From an optimization exercise on the open Yosys and OpenROAD flow, aimed at small area, a short achievable clock period and few clock cycles per item; shortcuts taken in it are not production practice. No functional check of the RTL was part of any run shown here. No activity file was given, so power comes from the tool's default toggle rates.

--- config.mk ---
export PLATFORM = sky130hd
export DESIGN_NAME = rx_data_handler
export DESIGN_NICKNAME = rx_data_handler
export VERILOG_FILES = /design/flow/design.v
export SDC_FILE = /design/flow/constraint.sdc
export NUM_CORES = 4
export LEC_CHECK = 0
export ABC_AREA = 1
export CAP_MARGIN = 20
export CORE_MARGIN = 2
export CORE_UTILIZATION = 40
export PLACE_DENSITY = 0.6
export SETUP_SLACK_MARGIN = 4.5
export SLEW_MARGIN = 20
--- constraint.sdc ---
create_clock -name core_clock -period 8.0 [get_ports {clk_i}]
set_input_delay 1.6000 -clock core_clock [delete_from_list [all_inputs] [get_ports {clk_i}]]
set_output_delay 1.6000 -clock core_clock [all_outputs]
set_load 0.01 [all_outputs]
--- design.v ---
`default_nettype none
package rx_phy_pkg;
  localparam logic [7:0] sym_stp = 8'hFB;
  localparam logic [7:0] sym_sdp = 8'h5C;
  localparam logic [7:0] sym_end = 8'hFD;
  localparam logic [7:0] sym_edb = 8'hFE;
endpackage
`default_nettype wire
`timescale 1ns/1ns
`default_nettype none
module rx_symbol_decode (
  input  logic [31:0] data_i,
  input  logic [3:0]  data_k_i,
  output logic [35:0] word_o
);
  always_comb begin
    for (int i = 0; i < 4; i++) begin
      logic [7:0] v;
      logic       s, t, g, f;
      v = data_i[8*i +: 8];
      t = (v == rx_phy_pkg::sym_stp);
      s = t || (v == rx_phy_pkg::sym_sdp);
      g = (v == rx_phy_pkg::sym_end);
      f = s || g || (v == rx_phy_pkg::sym_edb);
      word_o[9*i +: 9] = data_k_i[i] ? {1'b1, v[7:4], t, g, f, s} : {1'b0, v};
    end
  end
endmodule
`default_nettype wire
`timescale 1ns/1ns
`default_nettype none
module rx_data_handler (
  input  logic                  clk_i,
  input  logic                  rst_i,
  input  logic                  phy_link_up_i,
  input  logic                  phy_fifo_empty_i,
  output logic                  phy_fifo_rd_en_o,
  input  logic                  data_valid_i,
  input  logic [31:0]           data_i,
  input  logic [3:0]            data_k_i,
  output logic [31:0]           m_axis_tdata_o,
  output logic [3:0]            m_axis_tkeep_o,
  output logic                  m_axis_tvalid_o,
  output logic                  m_axis_tlast_o,
  output logic [1:0]            m_axis_tuser_o,
  input  logic                  m_axis_tready_i
);
  logic [35:0] word_in;
  rx_symbol_decode i_decode (
    .data_i   (data_i),
    .data_k_i (data_k_i),
    .word_o   (word_in)
  );
  logic [1:0][35:0] b_q;
  logic [1:0][5:0]  sp_q;
  logic [5:0]  sp_h;
  logic        wp_q, rp_q;
  logic [35:0] w0_q;
  logic [1:0]  wc_q;
  logic        w0v_q;
  logic        rd_q;
  logic [3:0]  m_q;
  logic        drop_q;
  logic        open_q;
  logic        tlp_q;
  logic [4:0]  hc_q;
  logic [3:0][7:0] acc_q;
  logic [31:0] od_q;
  logic [3:1]  ok_q;
  logic        ol_q;
  logic [1:0]  ou_q;
  logic        ov_q;
  logic            open_n, tlp_n;
  logic [4:0]      hc_n;
  logic [3:0][3:0] tgt;
  logic [3:0]      w_e, w_n;
  logic            emit;
  logic            cut;
  logic [3:0]      rem_m;
  logic [3:1]      e_keep;
  logic            e_last, e_nul, e_tlp;
  logic            quirk;
  logic [3:0]      d, f, s, g, t;
  logic [4:0]      ob, tb;
  logic [4:0][4:0] hb;
  logic [3:0]      ea, eb, em, pay, segn, prior, clash, cutb, go, first;
  logic [4:0]      stopb;
  logic [3:0][3:0] ln;
  logic [3:0]      we_all;
  always_comb begin
    for (int i = 0; i < 4; i++) begin
      d[i] = m_q[i] && !w0_q[9*i+8];
      f[i] = m_q[i] &&  w0_q[9*i+8] && w0_q[9*i+1];
      s[i] = m_q[i] &&  w0_q[9*i+8] && w0_q[9*i];
      g[i] = w0_q[9*i+2];
      t[i] = w0_q[9*i+3];
    end
    ob[0] = open_q;
    hb[0] = hc_q;
    tb[0] = tlp_q;
    for (int i = 0; i < 4; i++) begin
      pay[i]   = d[i] && ob[i];
      ea[i]    = pay[i] && hb[i][4];
      eb[i]    = f[i] && ob[i] && !hb[i][0];
      ln[i]    = ea[i] ? 4'b0001 : hb[i][3:0];
      ob[i+1]  = f[i] ? s[i] : ob[i];
      tb[i+1]  = s[i] ? t[i] : tb[i];
      hb[i+1]  = f[i] ? 5'b00001 : pay[i] ? {ln[i], 1'b0} : hb[i];
    end
    em = ea | eb;
    prior[0] = 1'b0;
    for (int i = 1; i < 4; i++) prior[i] = prior[i-1] || em[i-1];
    segn  = prior | ea;
    first = em & ~prior;
    we_all = '0;
    for (int i = 0; i < 4; i++) begin
      if (pay[i] && !segn[i]) we_all = we_all | ln[i];
    end
    for (int i = 0; i < 4; i++) begin
      clash[i] = pay[i] && segn[i] && ((ln[i] & we_all) != 4'b0000);
      cutb[i]  = (em[i] && prior[i] && !drop_q) || clash[i];
    end
    stopb[0] = 1'b0;
    for (int i = 0; i < 4; i++) stopb[i+1] = stopb[i] || cutb[i];
    go    = ~stopb[4:1];
    cut   = stopb[4];
    rem_m = m_q & stopb[4:1];
    open_n = ob[4];
    hc_n   = hb[4];
    tlp_n  = tb[4];
    for (int i = 3; i >= 0; i--) begin
      if (cutb[i] && !stopb[i]) begin
        open_n = ob[i];
        hc_n   = hb[i];
        tlp_n  = tb[i];
      end
    end
    emit   = em != 4'b0000;
    e_keep = 3'b111;
    e_last = 1'b0;
    e_nul  = 1'b0;
    e_tlp  = tlp_q;
    for (int i = 0; i < 4; i++) begin
      if (first[i]) begin
        e_tlp = tb[i];
        if (eb[i]) begin
          e_keep = {hb[i][4], hb[i][4] | hb[i][3], hb[i][4] | hb[i][3] | hb[i][2]};
          e_last = 1'b1;
          e_nul  = !g[i];
        end
      end
    end
    tgt = '0;
    w_e = '0;
    w_n = '0;
    for (int i = 0; i < 4; i++) begin
      if (pay[i] && (!segn[i] || go[i])) tgt[i] = ln[i];
      if (pay[i] && !segn[i])            w_e = w_e | ln[i];
      if (pay[i] && segn[i] && go[i])    w_n = w_n | ln[i];
    end
  end
  assign quirk = (m_q == 4'b1111) && open_q && hc_q[4] &&
                 !w0_q[8] && w0_q[17] && w0_q[9] && !w0_q[26] && w0_q[35] && w0_q[28];
  logic [3:0][7:0] sel, e_b;
  always_comb begin
    for (int j = 0; j < 4; j++) begin
      sel[j] = '0;
      for (int i = 0; i < 4; i++) begin
        sel[j] = sel[j] | ({8{tgt[i][j]}} & w0_q[9*i +: 8]);
      end
      e_b[j] = w_e[j] ? sel[j] : acc_q[j];
    end
  end
  logic fire, cons;
  function automatic logic [5:0] split_table(input logic [7:0] c);
    logic [5:0] r;
    case (c)
      8'd0: r = 6'b000000;
      8'd64: r = 6'b111000;
      8'd128: r = 6'b111000;
      8'd192: r = 6'b000000;
      8'd16: r = 6'b110010;
      8'd80: r = 6'b110000;
      8'd144: r = 6'b110000;
      8'd208: r = 6'b110000;
      8'd32: r = 6'b110000;
      8'd96: r = 6'b110000;
      8'd160: r = 6'b110000;
      8'd224: r = 6'b110000;
      8'd48: r = 6'b000000;
      8'd112: r = 6'b110000;
      8'd176: r = 6'b110000;
      8'd240: r = 6'b000000;
      8'd4: r = 6'b100110;
      8'd68: r = 6'b111110;
      8'd132: r = 6'b111110;
      8'd196: r = 6'b100010;
      8'd20: r = 6'b100010;
      8'd84: r = 6'b100000;
      8'd148: r = 6'b100000;
      8'd212: r = 6'b100000;
      8'd36: r = 6'b100000;
      8'd100: r = 6'b100000;
      8'd164: r = 6'b100000;
      8'd228: r = 6'b100000;
      8'd52: r = 6'b100010;
      8'd116: r = 6'b100000;
      8'd180: r = 6'b100000;
      8'd244: r = 6'b100000;
      8'd8: r = 6'b100000;
      8'd72: r = 6'b100000;
      8'd136: r = 6'b100000;
      8'd200: r = 6'b100000;
      8'd24: r = 6'b100010;
      8'd88: r = 6'b100000;
      8'd152: r = 6'b100000;
      8'd216: r = 6'b100000;
      8'd40: r = 6'b100000;
      8'd104: r = 6'b100000;
      8'd168: r = 6'b100000;
      8'd232: r = 6'b100000;
      8'd56: r = 6'b100000;
      8'd120: r = 6'b100000;
      8'd184: r = 6'b100000;
      8'd248: r = 6'b100000;
      8'd12: r = 6'b000000;
      8'd76: r = 6'b110000;
      8'd140: r = 6'b110000;
      8'd204: r = 6'b000000;
      8'd28: r = 6'b100010;
      8'd92: r = 6'b100000;
      8'd156: r = 6'b100000;
      8'd220: r = 6'b100000;
      8'd44: r = 6'b100000;
      8'd108: r = 6'b100000;
      8'd172: r = 6'b100000;
      8'd236: r = 6'b100000;
      8'd60: r = 6'b000000;
      8'd124: r = 6'b100000;
      8'd188: r = 6'b100000;
      8'd252: r = 6'b000000;
      8'd1: r = 6'b000000;
      8'd65: r = 6'b111100;
      8'd129: r = 6'b111100;
      8'd193: r = 6'b000000;
      8'd17: r = 6'b111111;
      8'd81: r = 6'b111100;
      8'd145: r = 6'b111100;
      8'd209: r = 6'b111100;
      8'd33: r = 6'b111100;
      8'd97: r = 6'b111100;
      8'd161: r = 6'b111100;
      8'd225: r = 6'b111100;
      8'd49: r = 6'b000000;
      8'd113: r = 6'b111100;
      8'd177: r = 6'b111100;
      8'd241: r = 6'b000000;
      8'd5: r = 6'b000000;
      8'd69: r = 6'b111100;
      8'd133: r = 6'b111100;
      8'd197: r = 6'b000000;
      8'd21: r = 6'b000000;
      8'd85: r = 6'b000000;
      8'd149: r = 6'b000000;
      8'd213: r = 6'b000000;
      8'd37: r = 6'b000000;
      8'd101: r = 6'b000000;
      8'd165: r = 6'b000000;
      8'd229: r = 6'b000000;
      8'd53: r = 6'b000000;
      8'd117: r = 6'b000000;
      8'd181: r = 6'b000000;
      8'd245: r = 6'b000000;
      8'd9: r = 6'b000000;
      8'd73: r = 6'b000000;
      8'd137: r = 6'b000000;
      8'd201: r = 6'b000000;
      8'd25: r = 6'b000000;
      8'd89: r = 6'b000000;
      8'd153: r = 6'b000000;
      8'd217: r = 6'b000000;
      8'd41: r = 6'b000000;
      8'd105: r = 6'b000000;
      8'd169: r = 6'b000000;
      8'd233: r = 6'b000000;
      8'd57: r = 6'b000000;
      8'd121: r = 6'b000000;
      8'd185: r = 6'b000000;
      8'd249: r = 6'b000000;
      8'd13: r = 6'b000000;
      8'd77: r = 6'b111100;
      8'd141: r = 6'b111100;
      8'd205: r = 6'b000000;
      8'd29: r = 6'b000000;
      8'd93: r = 6'b000000;
      8'd157: r = 6'b000000;
      8'd221: r = 6'b000000;
      8'd45: r = 6'b000000;
      8'd109: r = 6'b000000;
      8'd173: r = 6'b000000;
      8'd237: r = 6'b000000;
      8'd61: r = 6'b000000;
      8'd125: r = 6'b000000;
      8'd189: r = 6'b000000;
      8'd253: r = 6'b000000;
      8'd2: r = 6'b000000;
      8'd66: r = 6'b000000;
      8'd130: r = 6'b000000;
      8'd194: r = 6'b000000;
      8'd18: r = 6'b000000;
      8'd82: r = 6'b000000;
      8'd146: r = 6'b000000;
      8'd210: r = 6'b000000;
      8'd34: r = 6'b000000;
      8'd98: r = 6'b000000;
      8'd162: r = 6'b000000;
      8'd226: r = 6'b000000;
      8'd50: r = 6'b000000;
      8'd114: r = 6'b000000;
      8'd178: r = 6'b000000;
      8'd242: r = 6'b000000;
      8'd6: r = 6'b000000;
      8'd70: r = 6'b111100;
      8'd134: r = 6'b111100;
      8'd198: r = 6'b000000;
      8'd22: r = 6'b000000;
      8'd86: r = 6'b000000;
      8'd150: r = 6'b000000;
      8'd214: r = 6'b000000;
      8'd38: r = 6'b000000;
      8'd102: r = 6'b000000;
      8'd166: r = 6'b000000;
      8'd230: r = 6'b000000;
      8'd54: r = 6'b000000;
      8'd118: r = 6'b000000;
      8'd182: r = 6'b000000;
      8'd246: r = 6'b000000;
      8'd10: r = 6'b000000;
      8'd74: r = 6'b000000;
      8'd138: r = 6'b000000;
      8'd202: r = 6'b000000;
      8'd26: r = 6'b000000;
      8'd90: r = 6'b000000;
      8'd154: r = 6'b000000;
      8'd218: r = 6'b000000;
      8'd42: r = 6'b000000;
      8'd106: r = 6'b000000;
      8'd170: r = 6'b000000;
      8'd234: r = 6'b000000;
      8'd58: r = 6'b000000;
      8'd122: r = 6'b000000;
      8'd186: r = 6'b000000;
      8'd250: r = 6'b000000;
      8'd14: r = 6'b000000;
      8'd78: r = 6'b000000;
      8'd142: r = 6'b000000;
      8'd206: r = 6'b000000;
      8'd30: r = 6'b000000;
      8'd94: r = 6'b000000;
      8'd158: r = 6'b000000;
      8'd222: r = 6'b000000;
      8'd46: r = 6'b000000;
      8'd110: r = 6'b000000;
      8'd174: r = 6'b000000;
      8'd238: r = 6'b000000;
      8'd62: r = 6'b000000;
      8'd126: r = 6'b000000;
      8'd190: r = 6'b000000;
      8'd254: r = 6'b000000;
      8'd3: r = 6'b000000;
      8'd67: r = 6'b110000;
      8'd131: r = 6'b110000;
      8'd195: r = 6'b000000;
      8'd19: r = 6'b100010;
      8'd83: r = 6'b100000;
      8'd147: r = 6'b100000;
      8'd211: r = 6'b100000;
      8'd35: r = 6'b100000;
      8'd99: r = 6'b100000;
      8'd163: r = 6'b100000;
      8'd227: r = 6'b100000;
      8'd51: r = 6'b000000;
      8'd115: r = 6'b100000;
      8'd179: r = 6'b100000;
      8'd243: r = 6'b000000;
      8'd7: r = 6'b000000;
      8'd71: r = 6'b111100;
      8'd135: r = 6'b111100;
      8'd199: r = 6'b000000;
      8'd23: r = 6'b000000;
      8'd87: r = 6'b000000;
      8'd151: r = 6'b000000;
      8'd215: r = 6'b000000;
      8'd39: r = 6'b000000;
      8'd103: r = 6'b000000;
      8'd167: r = 6'b000000;
      8'd231: r = 6'b000000;
      8'd55: r = 6'b000000;
      8'd119: r = 6'b000000;
      8'd183: r = 6'b000000;
      8'd247: r = 6'b000000;
      8'd11: r = 6'b000000;
      8'd75: r = 6'b000000;
      8'd139: r = 6'b000000;
      8'd203: r = 6'b000000;
      8'd27: r = 6'b000000;
      8'd91: r = 6'b000000;
      8'd155: r = 6'b000000;
      8'd219: r = 6'b000000;
      8'd43: r = 6'b000000;
      8'd107: r = 6'b000000;
      8'd171: r = 6'b000000;
      8'd235: r = 6'b000000;
      8'd59: r = 6'b000000;
      8'd123: r = 6'b000000;
      8'd187: r = 6'b000000;
      8'd251: r = 6'b000000;
      8'd15: r = 6'b000000;
      8'd79: r = 6'b100000;
      8'd143: r = 6'b100000;
      8'd207: r = 6'b000000;
      8'd31: r = 6'b000000;
      8'd95: r = 6'b000000;
      8'd159: r = 6'b000000;
      8'd223: r = 6'b000000;
      8'd47: r = 6'b000000;
      8'd111: r = 6'b000000;
      8'd175: r = 6'b000000;
      8'd239: r = 6'b000000;
      8'd63: r = 6'b000000;
      8'd127: r = 6'b000000;
      8'd191: r = 6'b000000;
      8'd255: r = 6'b000000;
      default: r = 6'b000000;
    endcase
    split_table = r;
  endfunction
  logic [3:0][1:0] cls_in;
  logic [5:0]      sp_in, tbl_in;
  logic            sp_now, pred;
  logic [1:0]      tot;
  always_comb begin
    for (int i = 0; i < 4; i++) begin
      cls_in[i] = !data_k_i[i] ? 2'd0 : word_in[9*i] ? 2'd1 : word_in[9*i+1] ? 2'd2 : 2'd3;
    end
    tbl_in = split_table(cls_in);
    sp_in  = {tbl_in[0], tbl_in[5:1]};
  end
  assign w0_q = rp_q ? b_q[1] : b_q[0];
  assign sp_h = rp_q ? sp_q[1] : sp_q[0];
  assign fire   = w0v_q && (!ov_q || m_axis_tready_i);
  assign cons   = fire && !cut;
  assign sp_now = open_q ? ((sp_h[4:0] & hc_q) != 5'd0) : sp_h[5];
  assign pred   = w0v_q && (m_q != 4'b1111 || !sp_now) && (!ov_q || m_axis_tready_i);
  assign tot = wc_q + {1'b0, rd_q};
  assign phy_fifo_rd_en_o = !rst_i && phy_link_up_i && !phy_fifo_empty_i &&
                            (!tot[1] || (!tot[0] && pred));
  always_ff @(posedge clk_i) begin
    if (rst_i) begin
      wc_q    <= 2'd0;
      w0v_q   <= 1'b0;
      wp_q    <= 1'b0;
      rp_q    <= 1'b0;
      rd_q    <= 1'b0;
      m_q     <= 4'b1111;
      drop_q  <= 1'b0;
      open_q  <= 1'b0;
      hc_q    <= 5'b00001;
      ov_q    <= 1'b0;
    end else begin
      rd_q    <= phy_fifo_rd_en_o;
      wc_q    <= wc_q + {1'b0, data_valid_i} - {1'b0, cons};
      w0v_q   <= cons ? (wc_q[1] || (wc_q[0] && data_valid_i)) : (wc_q != 2'd0 || data_valid_i);
      if (data_valid_i) wp_q <= !wp_q;
      if (cons)         rp_q <= !rp_q;
      if (fire) begin
        open_q <= open_n;
        hc_q   <= hc_n;
        m_q    <= cut ? rem_m : 4'b1111;
        drop_q <= cut && quirk;
      end
      ov_q <= (fire && emit) || (ov_q && !m_axis_tready_i);
    end
  end
  always_ff @(posedge clk_i) begin
    for (int k = 0; k < 2; k++) begin
      if (data_valid_i && wp_q == k[0]) begin
        b_q[k]  <= word_in;
        sp_q[k] <= sp_in;
      end
    end
    if (fire) begin
      tlp_q <= tlp_n;
    end
    for (int j = 0; j < 4; j++) begin
      if (fire && (w_e[j] || w_n[j])) acc_q[j] <= sel[j];
    end
    if (fire && emit) begin
      od_q <= e_b;
      ok_q <= e_keep;
      ol_q <= e_last;
      ou_q <= {e_nul && e_last, e_tlp};
    end
  end
  assign m_axis_tvalid_o = ov_q;
  assign m_axis_tdata_o  = od_q;
  assign m_axis_tkeep_o  = {ok_q, 1'b1};
  assign m_axis_tlast_o  = ol_q;
  assign m_axis_tuser_o  = ou_q;
endmodule
`default_nettype wire
--- run.sh ---
#!/bin/bash
# synth_recipe.tcl (not shown) runs the flow's synth.tcl, then flattens the netlist and writes it again
# the make line also repeats each setting of config.mk as NAME=value (left out here)
make -C /OpenROAD-flow-scripts/flow DESIGN_CONFIG=/design/flow/config.mk WORK_HOME=/design/flow/orfs CLKGATE_MAP_FILE= SYNTH_SCRIPT=/design/flow/synth_recipe.tcl finish
==> qor.csv, run 1 <==
stage,metric,value,unit
status,status,timing/DRC/antenna clean,
timing,Fin Setup TNS,0,ns
cells_and_area,filler instances,1938,
floorplan,Die Height,158,um
floorplan,DIE AREA,24800,sq um
logic_synthesis,post-synth net total,1150,
logic_synthesis,post-synth top area share,0.494,
cells_and_area,"most common cell after layout, fill and taps aside",nand2_1,
power_and_ir_drop,PD cells,290,nW/um^2
floorplan,Initial Util,0.404,
drt,via count,8765,
clock_network,"Hold-fix buffers, CTS",0,
global_routing,number of global-route vias before repair,8280,
clock_network,# H-tree levels,4,
drt,"antenna viol nets, final",0,
power_and_ir_drop,VDD IR max,0.155,mV
clock_network,root buffer cell,clkbuf_16,
critical_path,CP endpoint,phy_fifo_rd_en_o,
drt,vias per cell,5.35,
critical_path,crit-path most repeated cell,nand2_4,
timing,Hold Slack,0.487,ns
flow_run,total of max-cap violations,0,
cells_and_area,nets,1352,
cells_and_area,antenna cell count,0,
timing,worst slew pin tran,0.912,ns
critical_path,CP max FO,2,
timing,Fmax,256,MHz
logic_synthesis,post-synthesis sequential area ratio,0.532,
timing,Pins Over Slew Limit,0,
logic_synthesis,Post-synth EDFFs,155,
floorplan,die width,158,um
clock_network,clk sink count,173,
global_routing,total grt overflow,0,
logic_synthesis,"Top FF cell, synth",edfxtp_1,
timing,setup violators final,0,
timing,Slew headroom,0.386,
logic_synthesis,Ys Warns,2,
critical_path,CP Cell Sequence,buf_6 > inv_4 > nand2_4 > nand2_4 > nor2_4 > o21ai_2 > a211oi_2 > buf_2,
cells_and_area,most frequent cells in the layout,"nand2_1, edfxtp_1, inv_1",
floorplan,# rows,56,
timing,Tcrit/Tclk final,0.489,
cells_and_area,area delta synth->final,44.8,%
timing,Fin. Hold Viols,0,
critical_path,FF-to-FF path depth,25,
timing,Final min period,3.91,ns
critical_path,Worst R2R Setup Slack,4.16,ns
critical_path,reg-to-reg endpoint,acc_q[23],
drt,WL met2,14700,um
critical_path,Required @ worst endpoint,6.40,ns
drt,met3 wire len,1880,um
logic_synthesis,Yosys reg bits,173,
critical_path,Setup crit start kind,input pin,
placement,Routability Congestion,0.981,
drt,drt initial violations,742,
hold_path,worst hold path depth,2,
critical_path,r2r startpoint,rp_q,
logic_synthesis,asr flop ratio synth,0,
critical_path,crit path kind,input pin to output port,
power_and_ir_drop,P_leak,5.85,nW
drt,DR WL/cell,18.7,um
drt,top routing layer in use,met4,
timing,RSZ-0062 raised after global routing,yes,
global_routing,first-pass GRT wire length,45300,um
clock_network,Skew-Pair Late Insertion Delay,0.44,ns
critical_path,Worst Setup SP,m_axis_tready_i,
cells_and_area,layout cell share with drive strength beyond 1,0.327,
critical_path,Worst path max stage delay,0.17,ns
global_routing,All-Layer GR Usage,0.241,
drt,DRC violations left,0,
drt,Routed WL,30600,um
critical_path,Critical Path AT,2.31,ns
logic_synthesis,Yosys top cell by area,edfxtp_1,
logic_synthesis,Synth Cell Area,9430,sq um
critical_path,critical path capture point type,output port,
global_routing,initial antenna violation count,0,
clock_network,Num CTS Buffers,17,
cells_and_area,Final Core Density,0.585,
logic_synthesis,top post-synthesis cells by area,"edfxtp_1, nand2_1, inv_1",
timing,Max Clock Skew,0.0143,ns
critical_path,crit path max-delay cell type,a211oi_2,
hold_path,Hold Path Class,register to register,
global_routing,largest net degree at the start of global routing,43,
clock_network,Clock transition at path regs,0.06,ns
logic_synthesis,Mapped Cells,1105,
placement,port bufs,81,
placement,hpwl dp,20100,um
clock_network,clock buffer depth,2,
floorplan,Ports,83,
logic_synthesis,Avg Inst Size Synth,8.53,sq um
floorplan,area of the core,23300,sq um
clock_network,CTS tree,built,
drt,wl on met1,12900,um
drt,drt pass-1 iters,5,
logic_synthesis,count of cell types in the netlist,55,
## area by class of cell
cell class | count | area, sq um | area share
well taps | 319 | 399 | 0.0292
multi-input cells | 791 | 5160 | 0.378
flip-flops and latches | 173 | 5020 | 0.368
repair inverters | 2 | 20.0 | 0.00147
inverters | 122 | 493 | 0.0361
repair buffers | 200 | 1960 | 0.144
clock buffers | 18 | 429 | 0.0314
clock inverters | 14 | 170 | 0.0125
## cells in the mapped netlist, types with 7 or more instances
library cell,number
a21oi_1,50
a31oi_1,7
clkbuf_1,10
dfxtp_1,18
edfxtp_1,155
inv_1,107
inv_2,9
nand2_1,359
nand2_2,13
nand3_1,46
nand3b_1,9
nand4_1,16
nor2_1,99
nor2_2,8
nor2_4,7
nor3_1,24
nor4_1,7
o21ai_0,53
o22ai_1,14
or2_2,11
## power by group
part           switching, mW  total [mW]  internal (mW)
clock                  0.381       0.853          0.471
sequential            0.0530        1.19           1.14
combinational           1.21        1.92          0.710
total                   1.64        3.96           2.32
## registers in the layout, indices dropped and copies added (netlist names), 2 cells and up, named ones only
name   count
acc_q     32
hc_q       5
sp_q      12
m_q        3
wc_q       2
ok_q       3
ou_q       2
od_q      32
b_q       72
## worst min path at each step
stage	from	end	slack [ns]
6_report	register	register	0.49
5_1_grt	register	register	0.51
4_1_cts	register	register	0.49
3_5_place_dp	register	register	0.48
3_3_place_gp	register	register	0.48
2_1_floorplan	register	register	0.44
## per-layer routing
metal | vias to the layer above | global-route usage
met5 | - | 0
met4 | 0 | 0.101
met2 | 384 | 0.399
met3 | 85 | 0.0388
li1 | 4162 | -
met1 | 4134 | 0.315
## critical path, delay by kind of cell
family                 cells  cell delay [ns]
buffers and inverters      3             0.26
and+or+nand+nor            3             0.20
AOI/OAI and AO/OA          2             0.25
## cells by family (layout without fill, tap and decap cells)
family / Yosys count / count (layout) / synth area share
XOR/XNOR: 2 / 2 / 0.00186
multiplexers: 7 / 7 / 0.00756
buffers and inverters: 141 / 356 / 0.0584
adder cells (fa/ha/maj): 3 / 3 / 0.00398
other: 1 / 1 / 0.000398
AO/OA/AOI/OAI: 165 / 165 / 0.105
flip-flops: 173 / 173 / 0.532
AND/OR/NAND/NOR: 613 / 613 / 0.291
## repair_timing
action	CTS	global route
pin swaps	91	92
cloned	5	0
endpoints found under the setup margin	153	138
gates resized for setup	205	187
buffers inserted	69	42
hold endpoints to repair	0	0
## per-stage QoR
stage / cell area (sq um) / instances / power, mW / worst slack, ns
2_1_floorplan: 9460 / 1105 / 1.99 / 4.17
3_3_place_gp: 10600 / 1491 / 2.39 / 2.59
3_5_place_dp: 10600 / 1491 / 2.38 / 2.57
4_1_cts: 12600 / 1597 / 3.63 / 4.01
5_1_grt: 13700 / 1639 / 4.14 / 4.01
6_report: 13700 / 1639 / 3.96 / 4.09
==> run 2, diff against run 1 <==
--- a/design.v
+++ b/design.v
@@ -437,7 +437,7 @@
   endfunction
   logic [3:0][1:0] cls_in;
   logic [5:0]      sp_in, tbl_in;
-  logic            sp_now, pred;
+  logic            sp_now;
   logic [1:0]      tot;
   always_comb begin
     for (int i = 0; i < 4; i++) begin
@@ -450,11 +450,14 @@
   assign sp_h = rp_q ? sp_q[1] : sp_q[0];
   assign fire   = w0v_q && (!ov_q || m_axis_tready_i);
   assign cons   = fire && !cut;
-  assign sp_now = open_q ? ((sp_h[4:0] & hc_q) != 5'd0) : sp_h[5];
-  assign pred   = w0v_q && (m_q != 4'b1111 || !sp_now) && (!ov_q || m_axis_tready_i);
-  assign tot = wc_q + {1'b0, rd_q};
+  logic rd_any, rd_take, rd_free;
+  assign sp_now  = open_q ? ((sp_h[4:0] & hc_q) != 5'd0) : sp_h[5];
+  assign tot     = wc_q + {1'b0, rd_q};
+  assign rd_any  = !tot[1];
+  assign rd_take = !tot[0] && w0v_q && (m_q != 4'b1111 || !sp_now);
+  assign rd_free = rd_any || (rd_take && !ov_q);
   assign phy_fifo_rd_en_o = !rst_i && phy_link_up_i && !phy_fifo_empty_i &&
-                            (!tot[1] || (!tot[0] && pred));
+                            (rd_free || (rd_take && m_axis_tready_i));
   always_ff @(posedge clk_i) begin
     if (rst_i) begin
       wc_q    <= 2'd0;
--- a/config.mk
+++ b/config.mk
@@ -10,5 +10,5 @@
 export CORE_MARGIN = 2
 export CORE_UTILIZATION = 40
 export PLACE_DENSITY = 0.6
-export SETUP_SLACK_MARGIN = 4.5
+export SETUP_SLACK_MARGIN = 4.2
 export SLEW_MARGIN = 20
==> run 2 against run 1 <==
  * Still clean
  * Clock power increased by 4.0%
  * Sequential cell count unchanged
  * First-iteration DRC count increased by 0.27%
  * Synthesized cell count decreased by 0.90%
  * Global-route usage decreased by 1.0 points
  * Area after synthesis about the same
==> qor.csv, run 2 <==
stage,metric,value,unit,change
critical_path,CP Cell Sequence,buf_6 > inv_4 > nand2_4 > nand2_4 > nor2_4 > o21ai_2 > a211oi_2 > buf_2,,
logic_synthesis,post-synthesis compound-gate area fraction,0.107,,+0.00221
global_routing,initial antenna violation count,0,,unchanged
logic_synthesis,most frequent cell after synthesis,nand2_1,,
floorplan,Die Height,157,um,about the same
placement,post-placement setup slack,2.80,ns,+0.229 ns
logic_synthesis,asr flop ratio synth,0,,unchanged
clock_network,root buffer cell,clkbuf_16,,
cells_and_area,filler instances,2073,,+7.0%
timing,Final min period,3.93,ns,+0.0248 ns
floorplan,DIE AREA,24800,sq um,about the same
drt,DRC violations left,0,,unchanged
global_routing,number of global-route vias before repair,7814,,-5.6%
placement,port bufs,81,,unchanged
timing,RSZ-0062 raised after global routing,yes,,
cells_and_area,antenna cell count,0,,unchanged
timing,Tcrit/Tclk final,0.492,,+0.00310
clock_network,# H-tree levels,4,,unchanged
cells_and_area,register area,5020,sq um,about the same
logic_synthesis,Mapped Cells,1095,,-0.90%
logic_synthesis,largest family of logic cells by synthesized area,simple AND/OR/NAND/NOR gates,,
clock_network,Num CTS Buffers,17,,unchanged
logic_synthesis,count of cell types in the netlist,56,,+1.8%
floorplan,Initial Util,0.404,,about the same
logic_synthesis,"Top FF cell, synth",edfxtp_1,,
placement,Routability Congestion,1.00,,+2.4%
global_routing,met1 usage,0.310,,-0.00473
global_routing,largest net degree at the start of global routing,43,,unchanged
cells_and_area,nets,1309,,-3.2%
timing,Fmax,254,MHz,-0.63%
global_routing,total grt overflow,0,,unchanged
drt,drt pass-1 iters,6,,+1
clock_network,CTS tree,built,,
timing,worst slew pin tran,0.753,ns,-0.159 ns
drt,Routed WL,29000,um,-5.3%
cells_and_area,"Most flops, register",b_q,,
logic_synthesis,Ys Warns,2,,unchanged
logic_synthesis,Yosys top cell by area,edfxtp_1,,
drt,"antenna viol nets, final",0,,unchanged
critical_path,CP max FO,2,,unchanged
power_and_ir_drop,PD cells,305,nW/um^2,+5.2%
placement,DP Area,10600,sq um,-0.28%
cells_and_area,footprint of the multi-input gates,4550,sq um,-12%
global_routing,met3 Usage GRT,0.0311,,-0.00771
floorplan,area of the core,23300,sq um,unchanged
power_and_ir_drop,VDD IR max,0.136,mV,-12%
placement,hpwl dp,20400,um,+1.3%
critical_path,critical path capture point type,output port,,
global_routing,first-pass GRT wire length,43200,um,-4.5%
timing,Pins Over Slew Limit,0,,unchanged
cells_and_area,Largest register FFs,72,,unchanged
critical_path,crit-path most repeated cell,nand2_4,,
logic_synthesis,post-synth top area share,0.494,,about the same
floorplan,Ports,83,,unchanged
timing,Slew headroom,0.493,,+0.107
logic_synthesis,post-synth net total,1140,,-0.87%
timing,setup violators final,0,,unchanged
drt,vias per cell,5.32,,-0.53%
critical_path,Required @ worst endpoint,6.40,ns,about the same
cells_and_area,area delta synth->final,34.9,%,
logic_synthesis,fraction of the mapped netlist area in simple logic gates,0.290,,-0.000830
logic_synthesis,top post-synthesis cells by area,"edfxtp_1, nand2_1, inv_1",,
drt,via count,8490,,-3.1%
floorplan,die width,157,um,about the same
clock_network,Skew-Pair Late Insertion Delay,0.45,ns,about the same
logic_synthesis,Avg Inst Size Synth,8.61,sq um,+0.83%
global_routing,global routing usage on met2,0.384,,-0.0148
critical_path,crit path max-delay cell type,a211oi_2,,
logic_synthesis,mux cell area share after synthesis,0.00651,,-0.00106
timing,Fin Setup TNS,0,ns,unchanged
cells_and_area,"most common cell after layout, fill and taps aside",nand2_1,,
critical_path,Critical Path AT,2.33,ns,+0.02 ns
logic_synthesis,post-synthesis sequential area ratio,0.532,,about the same
flow_run,total of max-cap violations,0,,unchanged
cells_and_area,Top Registers,"b_q: 72 flops, acc_q: 32 flops, od_q: 32 flops",,
logic_synthesis,Post-synth EDFFs,155,,unchanged
clock_network,clk sink count,173,,unchanged
hold_path,Hold Path Class,register to register,,
logic_synthesis,Post-Synth XOR/XNOR Area,0.00186,,about the same
clock_network,"Hold-fix buffers, CTS",0,,unchanged
drt,drt initial violations,744,,+0.27%
critical_path,Setup crit start kind,input pin,,
cells_and_area,Post-Layout Inst Area,12700,sq um,-6.9%
cells_and_area,most frequent cells in the layout,"nand2_1, edfxtp_1, inv_1",,
logic_synthesis,Synth Cell Area,9420,sq um,about the same
timing,fin worst setup slack,4.07,ns,-0.0248 ns
cells_and_area,layout cell share with drive strength beyond 1,0.246,,-0.0806
critical_path,Worst path max stage delay,0.21,ns,+0.04 ns
logic_synthesis,Synth top cells by count,"nand2_1, edfxtp_1, inv_1",,
status,status,timing/DRC/antenna clean,,
logic_synthesis,Post-Synth Adder-Cell Area,0.00398,,about the same
global_routing,GRT Max-Usage Layer,met2,,
logic_synthesis,Yosys reg bits,173,,unchanged
floorplan,# rows,56,,unchanged
clock_network,clock buffer depth,2,,unchanged
timing,Max Clock Skew,0.0134,ns,-0.000925 ns
drt,DR WL/cell,18.1,um,-2.7%
critical_path,crit path kind,input pin to output port,,
timing,Hold Slack,0.474,ns,-0.0130 ns
power_and_ir_drop,P_leak,5.32,nW,-9.1%
global_routing,All-Layer GR Usage,0.231,,-0.0102
clock_network,Clock transition at path regs,0.07,ns,about the same
timing,Fin. Hold Viols,0,,unchanged
[run 2: cell types whose count changed after synthesis, moves of 3 or more]
| cell | before | now |
|---|---|---|
| inv_1 | 107 | 102 |
| nand2_1 | 359 | 349 |
| nor2_1 | 99 | 94 |
| nor2_4 | 7 | 10 |
| nor3_1 | 24 | 21 |
[run 2: metrics by stage]
step | cells | util | power (mW)
after floorplan | 1095 | - | 2.06
after global placement | 1480 | 0.454 | 2.49
after detailed placement | 1480 | 0.454 | 2.48
after CTS | 1544 | 0.504 | 3.55
after global routing | 1596 | 0.545 | 4.07
final | 1596 | 0.545 | 3.88
[run 2: kinds of logic after synthesis]
group	after synthesis
other	1
xor gates and xnor gates	2
muxes	6
buffers and inverters	138
adders and majority gates	3
AOI/OAI and AO/OA	169
DFF	173
and+or+nand+nor	603
[run 2: what timing repair did]
item | in CTS | in global routing
pin swaps | 30 | 80
setup buffers | 30 | 50
setup endpoints to repair | 147 | 94
gates cloned | 2 | 2
resized for setup | 79 | 139
[run 2: layout make-up]
| class | count | area share |
|---|---|---|
| Sequential cell | 173 | 0.395 |
| Multi-Input combinational cell | 784 | 0.358 |
| Timing Repair Buffer | 169 | 0.130 |
| Inverter | 118 | 0.0366 |
| Clock buffer | 18 | 0.0338 |
| Tap cell | 319 | 0.0314 |
| Clock inverter | 14 | 0.0153 |
| Timing Repair inverter | 1 | 0.000689 |
[run 2: power breakdown]
group	total [mW]	leakage, nW	switching (mW)	internal (mW)
sequential	1.20	1.61	0.0575	1.14
clock	0.887	0.303	0.384	0.503
combinational	1.79	3.41	1.14	0.650
[run 2: final timing paths]
path | startpoint | to | slack [ns] | depth (start not counted)
setup / recovery | m_axis_tready_i | phy_fifo_rd_en_o | 4.07 | 8
hold reg to reg | hc_q[1] | hc_q[1] | 0.47 | 2
hold / removal | hc_q[1] | hc_q[1] | 0.47 | 2
setup reg to reg | b_q[44] | acc_q[22] | 4.12 | 24
[run 2: critical path: cells and delay by family]
| kind | cells | cell delay [ns] |
|---|---|---|
| AO/OA/AOI/OAI | 2 | 0.29 |
| buffers and inverters | 3 | 0.25 |
| AND/OR/NAND/NOR | 3 | 0.18 |
[run 2: metal layers]
layer / routed length (um) / up-vias
li1: - / 4071
met1: 12500 / 4019
met2: 13800 / 319
met3: 1530 / 81
met4: 1050 / 0
met5: 0 / -
==> run 3, diff against run 2 <==
--- a/design.v
+++ b/design.v
@@ -4,27 +4,36 @@
   localparam logic [7:0] sym_sdp = 8'h5C;
   localparam logic [7:0] sym_end = 8'hFD;
   localparam logic [7:0] sym_edb = 8'hFE;
+  function automatic logic [35:0] classify_word(input logic [31:0] data,
+                                                input logic [3:0]  k);
+    logic [35:0] w;
+    logic [7:0]  v;
+    logic        s, t, g, f;
+    for (int i = 0; i < 4; i++) begin
+      v = data[8*i +: 8];
+      t = (v == sym_stp);
+      s = t || (v == sym_sdp);
+      g = (v == sym_end);
+      f = s || g || (v == sym_edb);
+      w[9*i +: 9] = k[i] ? {1'b1, v[7:4], t, g, f, s} : {1'b0, v};
+    end
+    classify_word = w;
+  endfunction
 endpackage
 `default_nettype wire
 `timescale 1ns/1ns
 `default_nettype none
-module rx_symbol_decode (
-  input  logic [31:0] data_i,
-  input  logic [3:0]  data_k_i,
-  output logic [35:0] word_o
+module rx_axis_fifo (
+  input  logic rst_i,
+  input  logic phy_link_up_i,
+  input  logic phy_fifo_empty_i,
+  input  logic m_axis_tready_i,
+  input  logic rd_free_i,
+  input  logic rd_take_i,
+  output logic phy_fifo_rd_en_o
 );
-  always_comb begin
-    for (int i = 0; i < 4; i++) begin
-      logic [7:0] v;
-      logic       s, t, g, f;
-      v = data_i[8*i +: 8];
-      t = (v == rx_phy_pkg::sym_stp);
-      s = t || (v == rx_phy_pkg::sym_sdp);
-      g = (v == rx_phy_pkg::sym_end);
-      f = s || g || (v == rx_phy_pkg::sym_edb);
-      word_o[9*i +: 9] = data_k_i[i] ? {1'b1, v[7:4], t, g, f, s} : {1'b0, v};
-    end
-  end
+  assign phy_fifo_rd_en_o = !rst_i && phy_link_up_i && !phy_fifo_empty_i &&
+                            (rd_free_i || (rd_take_i && m_axis_tready_i));
 endmodule
 `default_nettype wire
 `timescale 1ns/1ns
@@ -46,11 +55,7 @@
   input  logic                  m_axis_tready_i
 );
   logic [35:0] word_in;
-  rx_symbol_decode i_decode (
-    .data_i   (data_i),
-    .data_k_i (data_k_i),
-    .word_o   (word_in)
-  );
+  assign word_in = rx_phy_pkg::classify_word(data_i, data_k_i);
   logic [1:0][35:0] b_q;
   logic [1:0][5:0]  sp_q;
   logic [5:0]  sp_h;
@@ -456,8 +461,15 @@
   assign rd_any  = !tot[1];
   assign rd_take = !tot[0] && w0v_q && (m_q != 4'b1111 || !sp_now);
   assign rd_free = rd_any || (rd_take && !ov_q);
-  assign phy_fifo_rd_en_o = !rst_i && phy_link_up_i && !phy_fifo_empty_i &&
-                            (rd_free || (rd_take && m_axis_tready_i));
+  rx_axis_fifo i_rd (
+    .rst_i            (rst_i),
+    .phy_link_up_i    (phy_link_up_i),
+    .phy_fifo_empty_i (phy_fifo_empty_i),
+    .m_axis_tready_i  (m_axis_tready_i),
+    .rd_free_i        (rd_free),
+    .rd_take_i        (rd_take),
+    .phy_fifo_rd_en_o (phy_fifo_rd_en_o)
+  );
   always_ff @(posedge clk_i) begin
     if (rst_i) begin
       wc_q    <= 2'd0;
--- a/config.mk
+++ b/config.mk
@@ -12,3 +12,4 @@
 export PLACE_DENSITY = 0.6
 export SETUP_SLACK_MARGIN = 4.2
 export SLEW_MARGIN = 20
+export SYNTH_HIERARCHICAL = 1
==> run 3 against run 2 <==
  * Wire length is 8.3% higher
  * Area after synthesis is 2.0% higher
  * First-iteration DRC count is 27% higher
  * Die area is 1.9% higher
  * Utilization is 1.4 points higher
  * Critical endpoint unchanged
  * Largest power group unchanged
  * Highest routed layer unchanged
==> qor.csv, run 3 <==
stage,metric,value,unit,change
flow_run,total of max-cap violations,0,,unchanged
timing,Hold Slack,0.512,ns,+0.0379 ns
power_and_ir_drop,PD cells,299,nW/um^2,-1.9%
logic_synthesis,"Top FF cell, synth",edfxtp_1,,
power_and_ir_drop,switching pwr,1.64,mW,+3.8%
global_routing,total grt overflow,0,,unchanged
power_and_ir_drop,Reg power frac,0.308,,-0.002
placement,hpwl dp,21600,um,+6.2%
global_routing,initial antenna violation count,0,,unchanged
floorplan,die width,159,um,+0.96%
clock_network,Skew-Pair Late Insertion Delay,0.45,ns,about the same
timing,worst slew pin tran,0.824,ns,+0.0719 ns
global_routing,largest net degree at the start of global routing,43,,unchanged
logic_synthesis,post-synth top area share,0.484,,-0.00952
timing,setup violators final,0,,unchanged
critical_path,Required @ worst endpoint,6.40,ns,about the same
status,status,timing/DRC/antenna clean,,
logic_synthesis,mux cell area share after synthesis,0.00417,,-0.00234
power_and_ir_drop,Comb power frac,0.467,,+0.005
timing,Max Clock Skew,0.0141,ns,+0.000725 ns
critical_path,critical path capture point type,output port,,
clock_network,Clock transition at path regs,0.07,ns,about the same
clock_network,"Hold-fix buffers, CTS",0,,unchanged
floorplan,area of the core,23500,sq um,+0.90%
logic_synthesis,post-synth net total,1197,,+5.0%
logic_synthesis,post-synthesis compound-gate area fraction,0.103,,-0.00441
clock_network,clk sink count,173,,unchanged
drt,"antenna viol nets, final",0,,unchanged
power_and_ir_drop,VDD IR max,0.121,mV,-11%
timing,Tcrit/Tclk final,0.485,,-0.00727
clock_network,CTS tree,built,,
logic_synthesis,asr flop ratio synth,0,,unchanged
logic_synthesis,Post-Synth Adder-Cell Area,0.00391,,-0.0000768
logic_synthesis,post-synthesis sequential area ratio,0.522,,-0.0103
logic_synthesis,Avg Inst Size Synth,8.34,sq um,-3.1%
timing,Pins Over Slew Limit,0,,unchanged
floorplan,DIE AREA,25300,sq um,+1.9%
logic_synthesis,largest family of logic cells by synthesized area,simple AND/OR/NAND/NOR gates,,
drt,via count,9071,,+6.8%
timing,RSZ-0062 raised after global routing,yes,,
placement,Routability Congestion,0.965,,-3.9%
logic_synthesis,fraction of the mapped netlist area in simple logic gates,0.294,,+0.00326
critical_path,FF-to-FF path depth,26,,+8.3%
cells_and_area,layout cell share with drive strength beyond 1,0.245,,-0.000732
logic_synthesis,Mapped Cells,1152,,+5.2%
drt,drt initial violations,942,,+27%
cells_and_area,antenna cell count,0,,unchanged
placement,port bufs,81,,unchanged
critical_path,r2r startpoint,rp_q,,
global_routing,number of global-route vias before repair,8106,,+3.7%
critical_path,Worst R2R Setup Slack,4.16,ns,+0.04 ns
timing,Final min period,3.88,ns,-0.0582 ns
power_and_ir_drop,P_leak,5.53,nW,+4.0%
drt,vias per cell,5.46,,+2.7%
cells_and_area,Top Registers,"b_q: 72 flops, acc_q: 32 flops, od_q: 32 flops",,
critical_path,reg-to-reg endpoint,wc_q[1],,
drt,drt pass-1 iters,5,,-1
timing,Fin. Hold Viols,0,,unchanged
floorplan,# rows,56,,unchanged
logic_synthesis,most frequent cell after synthesis,nand2_1,,
critical_path,Critical Path AT,2.28,ns,-0.05 ns
logic_synthesis,Synth Cell Area,9610,sq um,+2.0%
cells_and_area,filler instances,2142,,+3.3%
floorplan,Die Height,159,um,+0.96%
global_routing,first-pass GRT wire length,46500,um,+7.7%
cells_and_area,area delta synth->final,36.9,%,
timing,fin worst setup slack,4.12,ns,+0.0582 ns
clock_network,# H-tree levels,4,,unchanged
logic_synthesis,Ys Warns,7,,+5
timing,Fin Setup TNS,0,ns,unchanged
power_and_ir_drop,switching share of power,0.417,,+0.00934
clock_network,clock buffer depth,2,,unchanged
cells_and_area,Largest register FFs,72,,unchanged
cells_and_area,nets,1375,,+5.0%
logic_synthesis,Yosys top cell by area,edfxtp_1,,
timing,Fmax,258,MHz,+1.5%
hold_path,Hold Path Class,register to register,,
drt,DRC violations left,0,,unchanged
drt,DR WL/cell,18.9,um,+4.1%
cells_and_area,most frequent cells in the layout,"nand2_1, edfxtp_1, inv_1",,
logic_synthesis,Post-Synth XOR/XNOR Area,0.00273,,+0.000876
clock_network,Num CTS Buffers,17,,unchanged
floorplan,Initial Util,0.408,,+0.00426
logic_synthesis,Yosys reg bits,173,,unchanged
critical_path,crit path kind,register to output port,,
cells_and_area,"most common cell after layout, fill and taps aside",nand2_1,,
placement,post-placement setup slack,2.68,ns,-0.126 ns
logic_synthesis,count of cell types in the netlist,52,,-7.1%
cells_and_area,"Most flops, register",b_q,,
timing,Slew headroom,0.445,,-0.0484
logic_synthesis,Synth top cells by count,"nand2_1, edfxtp_1, inv_1",,
power_and_ir_drop,Pint,2.29,mW,-0.16%
drt,Routed WL,31400,um,+8.3%
floorplan,Ports,83,,unchanged
logic_synthesis,top post-synthesis cells by area,"edfxtp_1, nand2_1, inv_1",,
global_routing,All-Layer GR Usage,0.237,,+0.00658
hold_path,worst hold path depth,2,,unchanged
clock_network,root buffer cell,clkbuf_16,,
critical_path,Setup crit start kind,register,,
power_and_ir_drop,clock share of power,0.225,,-0.004
logic_synthesis,Post-synth EDFFs,155,,unchanged
critical_path,CP max FO,6,,+4
## run 3: worst max-delay path by stage
| stage | startpoint | end | slack [ns] | cells past startpoint |
|---|---|---|---|---|
| detailed placement | rp_q | acc_q[2] | 2.68 | 24 |
| global placement | rp_q | acc_q[1] | 2.81 | 23 |
| CTS | rp_q | acc_q[2] | 4.09 | 26 |
| floorplan | rp_q | phy_fifo_rd_en_o | 4.39 | 11 |
| global route | rp_q | wc_q[1] | 3.98 | 27 |
| finish | rp_q | phy_fifo_rd_en_o | 4.12 | 10 |
## run 3: power by group through the flow
stage / sequential, mW / clock (mW) / combinational [mW]
detailed placement: 1.22 / 0 / 1.25
CTS: 1.21 / 0.891 / 1.48
global placement: 1.22 / 0 / 1.26
floorplan: 1.21 / 0 / 0.846
finish: 1.21 / 0.887 / 1.84
global route: 1.22 / 0.926 / 1.97
## run 3: layout make-up
| cell class | count | area [sq um] | share of cell area |
|---|---|---|---|
| tap | 319 | 399 | 0.0303 |
| clock buffer | 17 | 425 | 0.0323 |
| inverter | 144 | 573 | 0.0436 |
| timing repair inverter | 1 | 8.76 | 0.000666 |
| sequential | 173 | 5020 | 0.382 |
| timing repair buffer | 178 | 1750 | 0.133 |
| multi-input combinational | 815 | 4780 | 0.363 |
| clock inverter | 14 | 199 | 0.0151 |
## run 3: timing repair
| action | in CTS | in global routing |
|---|---|---|
| endpoints found under the hold margin | 0 | 0 |
| gates resized for setup | 107 | 146 |
| pin swaps | 28 | 75 |
| gates cloned | 5 | 4 |
| setup endpoints to repair | 141 | 139 |
| setup buffers | 38 | 50 |
## run 3: kinds of logic after synthesis
family,count (synthesis)
xor+xnor,3
buf+inv,168
flops,173
compound gates,173
other cells,1
fa+ha+maj,3
simple gates,627
mux,4
## run 3: per-layer routing
layer | wire length, um | GRT usage
met2 | 14500 | 0.384
met5 | 0 | 0
met3 | 2180 | 0.0336
met4 | 1440 | 0.0930
met1 | 13200 | 0.325
## run 3: worst max-delay path: stages (launching register included)
cell	delay, ns
dfxtp_4	0.40
buf_6	0.15
buf_16	0.13
o21ai_4	0.14
o21ai_2	0.08
o311ai_4	0.32
nand2_2	0.10
o31ai_2	0.19
a21oi_1	0.06
nor2_1	0.12
buf_2	0.15
## run 3: modules after synthesis, one instance, submodules excluded
module           flops+latches  cells inside  times used
rx_axis_fifo                 0             4           1
rx_data_handler            173          1148           1
## run 3: per-stage QoR
stage / utilization / area (sq um) / power, mW / std cells
global placement: 0.456 / 10700 / 2.47 / 1533
detailed placement: 0.456 / 10700 / 2.47 / 1533
finish: 0.559 / 13200 / 3.93 / 1661
global route: 0.559 / 13200 / 4.12 / 1661
floorplan: - / 9610 / 2.06 / 1152
CTS: 0.513 / 12100 / 3.57 / 1607
==> run 4, diff against run 3 <==
--- a/design.v
+++ b/design.v
@@ -477,10 +477,7 @@
       wp_q    <= 1'b0;
       rp_q    <= 1'b0;
       rd_q    <= 1'b0;
-      m_q     <= 4'b1111;
-      drop_q  <= 1'b0;
       open_q  <= 1'b0;
-      hc_q    <= 5'b00001;
       ov_q    <= 1'b0;
     end else begin
       rd_q    <= phy_fifo_rd_en_o;
@@ -490,9 +487,6 @@
       if (cons)         rp_q <= !rp_q;
       if (fire) begin
         open_q <= open_n;
-        hc_q   <= hc_n;
-        m_q    <= cut ? rem_m : 4'b1111;
-        drop_q <= cut && quirk;
       end
       ov_q <= (fire && emit) || (ov_q && !m_axis_tready_i);
     end
@@ -506,6 +500,14 @@
     end
     if (fire) begin
       tlp_q <= tlp_n;
+      hc_q  <= hc_n;
+    end
+    if (!w0v_q) begin
+      m_q    <= 4'b1111;
+      drop_q <= 1'b0;
+    end else if (fire) begin
+      m_q    <= cut ? rem_m : 4'b1111;
+      drop_q <= cut && quirk;
     end
     for (int j = 0; j < 4; j++) begin
       if (fire && (w_e[j] || w_n[j])) acc_q[j] <= sel[j];
==> run 4 against run 3 <==
  * Wire length down 3.2%
  * Maximum frequency increased by 0.17%
  * Worst setup slack better by 0.0068 ns
  * Hold slack worse by 0.011 ns
  * Critical path type is now register to register
  * Largest cell class unchanged
==> qor.csv, run 4 <==
stage,metric,value,unit,change
timing,Fin. Hold Viols,0,,unchanged
power_and_ir_drop,P_leak,5.42,nW,-2.0%
flow_run,total of max-cap violations,0,,unchanged
cells_and_area,register area,5070,sq um,+0.95%
timing,Slew headroom,0.474,,+0.0292
placement,hpwl dp,21200,um,-1.9%
floorplan,die width,159,um,-0.17%
critical_path,Setup crit start kind,register,,
floorplan,DIE AREA,25200,sq um,-0.33%
timing,Fmax,258,MHz,+0.17%
clock_network,"Hold-fix buffers, CTS",0,,unchanged
critical_path,crit path kind,register to register,,
global_routing,initial antenna violation count,0,,unchanged
status,status,timing/DRC/antenna clean,,
floorplan,# rows,56,,unchanged
drt,"antenna viol nets, final",0,,unchanged
power_and_ir_drop,Comb power frac,0.547,,+0.080
global_routing,first-pass GRT wire length,45900,um,-1.3%
cells_and_area,"Most flops, register",b_q,,
placement,port bufs,81,,unchanged
logic_synthesis,Yosys reg bits,173,,unchanged
power_and_ir_drop,switching pwr,2.15,mW,+31%
timing,Final min period,3.87,ns,-0.00678 ns
drt,Routed WL,30400,um,-3.2%
logic_synthesis,"Top FF cell, synth",edfxtp_1,,
hold_path,worst hold path depth,2,,unchanged
placement,post-placement setup slack,2.63,ns,-0.0498 ns
global_routing,GRT Max-Usage Layer,met2,,
logic_synthesis,Post-synth EDFFs,160,,+3.2%
critical_path,critical path capture point type,register,,
logic_synthesis,most frequent cell after synthesis,nand2_1,,
cells_and_area,footprint of the multi-input gates,4660,sq um,-2.5%
cells_and_area,"most common cell after layout, fill and taps aside",nand2_1,,
global_routing,met1 usage,0.308,,-0.0173
placement,Routability Congestion,0.954,,-1.2%
cells_and_area,nets,1311,,-4.7%
global_routing,total grt overflow,0,,unchanged
clock_network,Num CTS Buffers,17,,unchanged
floorplan,Ports,83,,unchanged
logic_synthesis,top post-synthesis cells by area,"edfxtp_1, nand2_1, nor2_1",,
timing,setup violators final,0,,unchanged
cells_and_area,Post-Layout Inst Area,12900,sq um,-2.0%
cells_and_area,layout cell share with drive strength beyond 1,0.228,,-0.0176
logic_synthesis,count of cell types in the netlist,58,,+12%
timing,worst slew pin tran,0.784,ns,-0.0404 ns
timing,Fin Setup TNS,0,ns,unchanged
clock_network,clock buffer depth,2,,unchanged
logic_synthesis,Synth Cell Area,9580,sq um,-0.34%
logic_synthesis,Mapped Cells,1102,,-4.3%
logic_synthesis,Avg Inst Size Synth,8.69,sq um,+4.2%
cells_and_area,filler instances,2088,,-2.5%
clock_network,clk sink count,173,,unchanged
drt,vias per cell,5.51,,+0.92%
timing,fin worst setup slack,4.13,ns,+0.00678 ns
logic_synthesis,post-synth net total,1147,,-4.2%
global_routing,global routing usage on met2,0.377,,-0.00635
clock_network,CTS tree,built,,
critical_path,CP max FO,8,,+2
critical_path,FF-to-FF path depth,27,,+3.8%
clock_network,Skew-Pair Late Insertion Delay,0.44,ns,about the same
floorplan,area of the core,23500,sq um,-0.30%
hold_path,Hold Path Class,register to register,,
cells_and_area,Final Core Density,0.549,,-0.00969
logic_synthesis,Ys Warns,7,,unchanged
cells_and_area,area delta synth->final,34.6,%,
floorplan,Die Height,159,um,-0.17%
power_and_ir_drop,PD cells,370,nW/um^2,+24%
global_routing,met3 Usage GRT,0.0363,,+0.00271
cells_and_area,Largest register FFs,72,,unchanged
power_and_ir_drop,clock share of power,0.174,,-0.051
drt,DR WL/cell,19.0,um,+0.59%
timing,Max Clock Skew,0.0144,ns,+0.000337 ns
cells_and_area,antenna cell count,0,,unchanged
drt,drt pass-1 iters,5,,unchanged
cells_and_area,Top Registers,"b_q: 72 flops, acc_q: 32 flops, od_q: 32 flops",,
timing,Tcrit/Tclk final,0.484,,-0.000848
placement,DP Area,10700,sq um,-0.50%
power_and_ir_drop,switching share of power,0.450,,+0.0329
critical_path,Critical Path AT,4.24,ns,+1.96 ns
logic_synthesis,asr flop ratio synth,0,,unchanged
global_routing,All-Layer GR Usage,0.236,,-0.00129
logic_synthesis,post-synth top area share,0.502,,+0.0173
power_and_ir_drop,VDD IR max,0.163,mV,+34%
clock_network,Clock transition at path regs,0.08,ns,about the same
floorplan,Initial Util,0.408,,about the same
power_and_ir_drop,Pint,2.62,mW,+14%
critical_path,Required @ worst endpoint,8.38,ns,+1.98 ns
timing,Pins Over Slew Limit,0,,unchanged
drt,DRC violations left,0,,unchanged
cells_and_area,most frequent cells in the layout,"nand2_1, edfxtp_1, nor2_1",,
global_routing,largest net degree at the start of global routing,43,,unchanged
timing,RSZ-0062 raised after global routing,yes,,
clock_network,# H-tree levels,4,,unchanged
logic_synthesis,Synth top cells by count,"nand2_1, edfxtp_1, nor2_1",,
drt,via count,8807,,-2.9%
power_and_ir_drop,Reg power frac,0.279,,-0.029
logic_synthesis,post-synthesis sequential area ratio,0.529,,+0.00700
logic_synthesis,Yosys top cell by area,edfxtp_1,,
drt,drt initial violations,752,,-20%
global_routing,number of global-route vias before repair,8248,,+1.8%
clock_network,root buffer cell,clkbuf_16,,
-- run 4: cell types whose count changed in the layout (fill, tap and decap cells not counted), sizes merged, moves of 11 or more --
| cell | before | now |
|---|---|---|
| o21ai | 74 | 56 |
| nand3 | 81 | 64 |
| inv | 146 | 113 |
| nand4 | 45 | 63 |
| a21oi | 61 | 42 |
| nand2 | 341 | 330 |
-- run 4: what timing repair did --
action / in CTS / in global routing
setup buffers: 51 / 26
resized for setup: 113 / 98
pin swaps: 45 / 53
cloned: 7 / 1
setup endpoints to repair: 148 / 135
-- run 4: area by class of cell --
| type | instances | area share |
|---|---|---|
| sequential | 173 | 0.393 |
| multi-input combinational | 791 | 0.362 |
| timing repair buffer | 171 | 0.133 |
| inverter | 111 | 0.0346 |
| clock buffer | 17 | 0.0330 |
| tap | 319 | 0.0310 |
| clock inverter | 15 | 0.0130 |
| timing repair inverter | 1 | 0.000680 |
-- run 4: layer usage --
layer  wire length (um)  up-vias  part of all wire
met5                  0        -                 0
met4               1510        0             0.050
met3               1910       94             0.063
met2              14100      404              0.46
met1              12800     4145              0.42
li1                   -     4164                 -
-- run 4: modules after synthesis, one instance, submodules excluded --
| module | cells inside | copies in the design | area [sq um] | flops+latches |
|---|---|---|---|---|
| rx_data_handler | 1098 | 1 | 9560 | 173 |
| rx_axis_fifo | 4 | 1 | 16.3 | 0 |
-- run 4: cell families (layout without fill, tap and decap cells) --
kind of cell / after synthesis / count (layout) / share of synthesized area
compound gates: 150 / 151 / 0.0987
simple gates: 621 / 621 / 0.291
mux: 13 / 13 / 0.0136
flops: 173 / 173 / 0.529
xor+xnor: 2 / 2 / 0.00183
fa+ha+maj: 3 / 3 / 0.00392
other cells: 1 / 1 / 0.000392
buf+inv: 139 / 315 / 0.0615
-- run 4: through the flow --
stage               instances  hold WS, ns  total power [mW]
global route             1598        0.534              5.02
CTS                      1571        0.488              4.44
floorplan                1102        0.436              2.55
finish                   1598        0.501              4.77
global placement         1481        0.469              3.16
detailed placement       1481        0.467              3.15
-- run 4: path summary, 6_finish.rpt --
path	startpoint	endpoint	slack, ns
max	rp_q	wc_q[1]	4.13
min	m_q[3]	m_q[3]	0.50
max reg2reg	rp_q	wc_q[1]	4.13
min reg2reg	m_q[3]	m_q[3]	0.50
-- run 4: worst max-delay path, stage by stage (launching register included) --
cell	delay, ns
dfxtp_4	0.37
buf_4	0.15
buf_16	0.14
o21ai_4	0.20
nand2_1	0.09
inv_2	0.07
nand3_4	0.19
nor2_4	0.17
buf_6	0.13
nor2_4	0.04
nand2_4	0.12
nand2_2	0.06
nand2_1	0.07
inv_2	0.05
nand2_4	0.10
nor2_2	0.07
or2_1	0.24
nand2_1	0.13
nand4_4	0.16
a21oi_4	0.23
nand3_4	0.14
inv_4	0.10
ha_4	0.19
inv_2	0.06
ha_4	0.11
xor2_1	0.18
o21bai_1	0.10
a21oi_1	0.11
-- run 4: power by group through the flow --
stage / Sequential (mW) / Clock [mW] / Combinational (mW)
floorplan: 1.34 / 0 / 1.21
global placement: 1.34 / 0 / 1.82
detailed placement: 1.34 / 0 / 1.81
CTS: 1.32 / 0.844 / 2.27
global route: 1.34 / 0.878 / 2.80
finish: 1.33 / 0.830 / 2.61
==> run 5, diff against run 4 <==
--- a/design.v
+++ b/design.v
@@ -443,6 +443,11 @@
   logic [3:0][1:0] cls_in;
   logic [5:0]      sp_in, tbl_in;
   logic            sp_now;
+  logic            tk_q, tk_d;
+  function automatic logic splits_at(input logic [5:0] sp, input logic is_open,
+                                     input logic [4:0] hc);
+    splits_at = is_open ? ((sp[4:0] & hc) != 5'd0) : sp[5];
+  endfunction
   logic [1:0]      tot;
   always_comb begin
     for (int i = 0; i < 4; i++) begin
@@ -459,8 +464,19 @@
   assign sp_now  = open_q ? ((sp_h[4:0] & hc_q) != 5'd0) : sp_h[5];
   assign tot     = wc_q + {1'b0, rd_q};
   assign rd_any  = !tot[1];
-  assign rd_take = !tot[0] && w0v_q && (m_q != 4'b1111 || !sp_now);
+  assign rd_take = !tot[0] && w0v_q && tk_q;
   assign rd_free = rd_any || (rd_take && !ov_q);
+  always_comb begin
+    if (fire && cut) begin
+      tk_d = 1'b1;
+    end else if (cons) begin
+      tk_d = !splits_at(wc_q[1] ? (rp_q ? sp_q[0] : sp_q[1]) : sp_in, open_n, hc_n);
+    end else if (w0v_q) begin
+      tk_d = tk_q;
+    end else begin
+      tk_d = !splits_at(sp_in, open_q, hc_q);
+    end
+  end
   rx_axis_fifo i_rd (
     .rst_i            (rst_i),
     .phy_link_up_i    (phy_link_up_i),
@@ -502,6 +518,7 @@
       tlp_q <= tlp_n;
       hc_q  <= hc_n;
     end
+    tk_q <= tk_d;
     if (!w0v_q) begin
       m_q    <= 4'b1111;
       drop_q <= 1'b0;
--- a/config.mk
+++ b/config.mk
@@ -9,7 +9,8 @@
 export CAP_MARGIN = 20
 export CORE_MARGIN = 2
 export CORE_UTILIZATION = 40
+export CTS_BUF_LIST = sky130_fd_sc_hd__clkbuf_8
 export PLACE_DENSITY = 0.6
-export SETUP_SLACK_MARGIN = 4.2
+export SETUP_SLACK_MARGIN = 4.3
 export SLEW_MARGIN = 20
 export SYNTH_HIERARCHICAL = 1
==> run 5 against run 4 <==
  * Non-clock buffer count rose by 42
  * Global-route usage down 0.36 points
  * Die area rose by 0.69%
  * Sequential cell count grew 1
  * Power increased by 2.0%
  * Register-to-register slack got worse by 0.14 ns
  * Critical endpoint is now od_q[0]
  * Largest cell class unchanged
  * Highest routed layer unchanged
==> qor.csv, run 5 <==
stage,metric,value,unit,change
logic_synthesis,top post-synthesis cells by area,"edfxtp_1, nand2_1, inv_1",,
drt,"antenna viol nets, final",0,,unchanged
global_routing,first-pass GRT wire length,45900,um,unchanged
placement,DP Area,10800,sq um,+0.74%
logic_synthesis,Avg Inst Size Synth,8.52,sq um,-2.0%
drt,DR WL/cell,18.2,um,-4.2%
global_routing,total grt overflow,0,,unchanged
timing,Max Clock Skew,0.0193,ns,+0.00484 ns
global_routing,largest net degree at the start of global routing,43,,unchanged
floorplan,area of the core,23500,sq um,+0.30%
placement,port bufs,81,,unchanged
drt,drt pass-1 iters,5,,unchanged
critical_path,critical path capture point type,register,,
timing,Hold Slack,0.495,ns,-0.00550 ns
timing,Tcrit/Tclk final,0.501,,+0.0173
floorplan,die width,159,um,+0.34%
logic_synthesis,post-synth net total,1177,,+2.6%
power_and_ir_drop,P_leak,5.63,nW,+3.8%
flow_run,total of max-cap violations,0,,unchanged
floorplan,Ports,83,,unchanged
critical_path,Critical Path AT,4.36,ns,+0.12 ns
logic_synthesis,most frequent cell after synthesis,nand2_1,,
timing,Slew headroom,0.460,,-0.0136
clock_network,Num CTS Buffers,17,,unchanged
drt,drt initial violations,878,,+17%
floorplan,Die Height,159,um,+0.34%
cells_and_area,Largest register FFs,72,,unchanged
cells_and_area,antenna cell count,0,,unchanged
floorplan,# rows,56,,unchanged
cells_and_area,"most common cell after layout, fill and taps aside",nand2_1,,
logic_synthesis,count of cell types in the netlist,54,,-6.9%
placement,Routability Congestion,0.975,,+2.2%
timing,RSZ-0062 raised after global routing,yes,,
floorplan,Initial Util,0.410,,+0.00166
logic_synthesis,asr flop ratio synth,0,,unchanged
drt,Routed WL,30500,um,+0.45%
timing,Fin. Hold Viols,0,,unchanged
logic_synthesis,post-synth top area share,0.498,,-0.00352
clock_network,# H-tree levels,4,,unchanged
floorplan,DIE AREA,25400,sq um,+0.69%
critical_path,Required @ worst endpoint,8.35,ns,-0.03 ns
clock_network,clock buffer depth,2,,unchanged
critical_path,crit path kind,register to register,,
status,status,timing/DRC/antenna clean,,
logic_synthesis,Yosys reg bits,174,,+0.58%
placement,post-placement setup slack,2.21,ns,-0.421 ns
logic_synthesis,Post-synth EDFFs,160,,unchanged
timing,Fmax,250,MHz,-3.4%
global_routing,number of global-route vias before repair,8371,,+1.5%
logic_synthesis,Mapped Cells,1132,,+2.7%
clock_network,Skew-Pair Late Insertion Delay,0.48,ns,+0.04 ns
logic_synthesis,Yosys top cell by area,edfxtp_1,,
cells_and_area,nets,1389,,+5.9%
critical_path,Worst path max stage delay,0.38,ns,about the same
global_routing,All-Layer GR Usage,0.232,,-0.00363
cells_and_area,most frequent cells in the layout,"nand2_1, edfxtp_1, inv_1",,
drt,DRC violations left,0,,unchanged
clock_network,CTS tree,built,,
power_and_ir_drop,PD cells,367,nW/um^2,-0.81%
critical_path,crit path max-delay cell type,dfxtp_4,,
timing,Final min period,4.01,ns,+0.138 ns
cells_and_area,area delta synth->final,37.4,%,
drt,via count,8975,,+1.9%
hold_path,Hold Path Class,register to register,,
power_and_ir_drop,VDD IR max,0.183,mV,+12%
global_routing,initial antenna violation count,0,,unchanged
logic_synthesis,"Top FF cell, synth",edfxtp_1,,
cells_and_area,"Most flops, register",b_q,,
logic_synthesis,Synth Cell Area,9640,sq um,+0.71%
drt,vias per cell,5.36,,-2.8%
logic_synthesis,post-synthesis sequential area ratio,0.527,,-0.00163
[run 5: tightest hold or removal path, cell delays in order, from the launching register on]
cell     delay [ns]
dfxtp_1        0.35
nand2_1        0.07
nand2_1        0.04
[run 5: logic make-up (layout without fill, tap and decap cells)]
group,after synthesis,count (layout),share of synthesized area
compound gates,173,173,0.110
other cells,1,1,0.000389
fa+ha+maj,3,3,0.00389
mux,8,8,0.00830
simple gates,605,606,0.278
buf+inv,166,389,0.0706
xor+xnor,2,2,0.00182
flops,174,174,0.527
[run 5: metrics by stage]
stage	std cells	util	total power, mW
2_1_floorplan	1132	-	2.60
3_3_place_gp	1514	0.457	3.22
3_5_place_dp	1514	0.457	3.21
4_1_cts	1639	0.535	4.46
5_1_grt	1675	0.563	5.12
6_report	1675	0.563	4.86
[run 5: layout make-up]
cell class              instances  area, sq um  share of cell area
clock buffers                  17          234              0.0177
clock inverters                14          124             0.00935
inverters                     144          581              0.0438
multi-input cells             793         4800               0.362
flip-flops and latches        174         5090               0.384
well taps                     319          399              0.0301
repair buffers                213         2020               0.152
repair inverters                1         8.76            0.000661
[run 5: power breakdown]
group	internal, mW	switching, mW
clock	0.224	0.357
combinational	1.14	1.81
sequential	1.26	0.0708
total	2.62	2.24
[run 5: per-layer routing]
metal  wire [um]  vias to the layer above  global-route usage
met5           0                        -                   0
met4         924                        0              0.0905
met3        2200                       73              0.0367
met2       14200                      422               0.375
met1       13200                     4237               0.316
li1            -                     4243                   -
[run 5: what timing repair did]
| item | 4_1_cts | 5_1_grt |
|---|---|---|
| pin swaps | 78 | 58 |
| gates cloned | 5 | 0 |
| buffers inserted | 89 | 36 |
| endpoints found under the hold margin | 0 | 0 |
| resized for setup | 215 | 102 |
| endpoints found under the setup margin | 158 | 102 |
[run 5: final timing paths]
check             startpoint       end  slack (ns)  depth (start not counted)
hold / removal      register  register        0.50                          2
setup reg to reg        rp_q   od_q[0]        3.99                         30
hold reg to reg     register  register        0.50                          2
setup / recovery        rp_q   od_q[0]        3.99                         30
[run 5: modules after synthesis (local to each module, per instance)]
module / cell area [sq um] / flip-flops and latches / cells
rx_data_handler: 9630 / 174 / 1128
rx_axis_fifo: 16.3 / 0 / 4

Re-timed with assumed drivers on the ports (clkbuf_16 on the clock, buf_2 on other inputs), run 5 has 3.993 ns of setup slack against 3.993 ns with ideal ports, and 3.674 ns once port delays also move by the mid clock arrival of 0.512 ns.
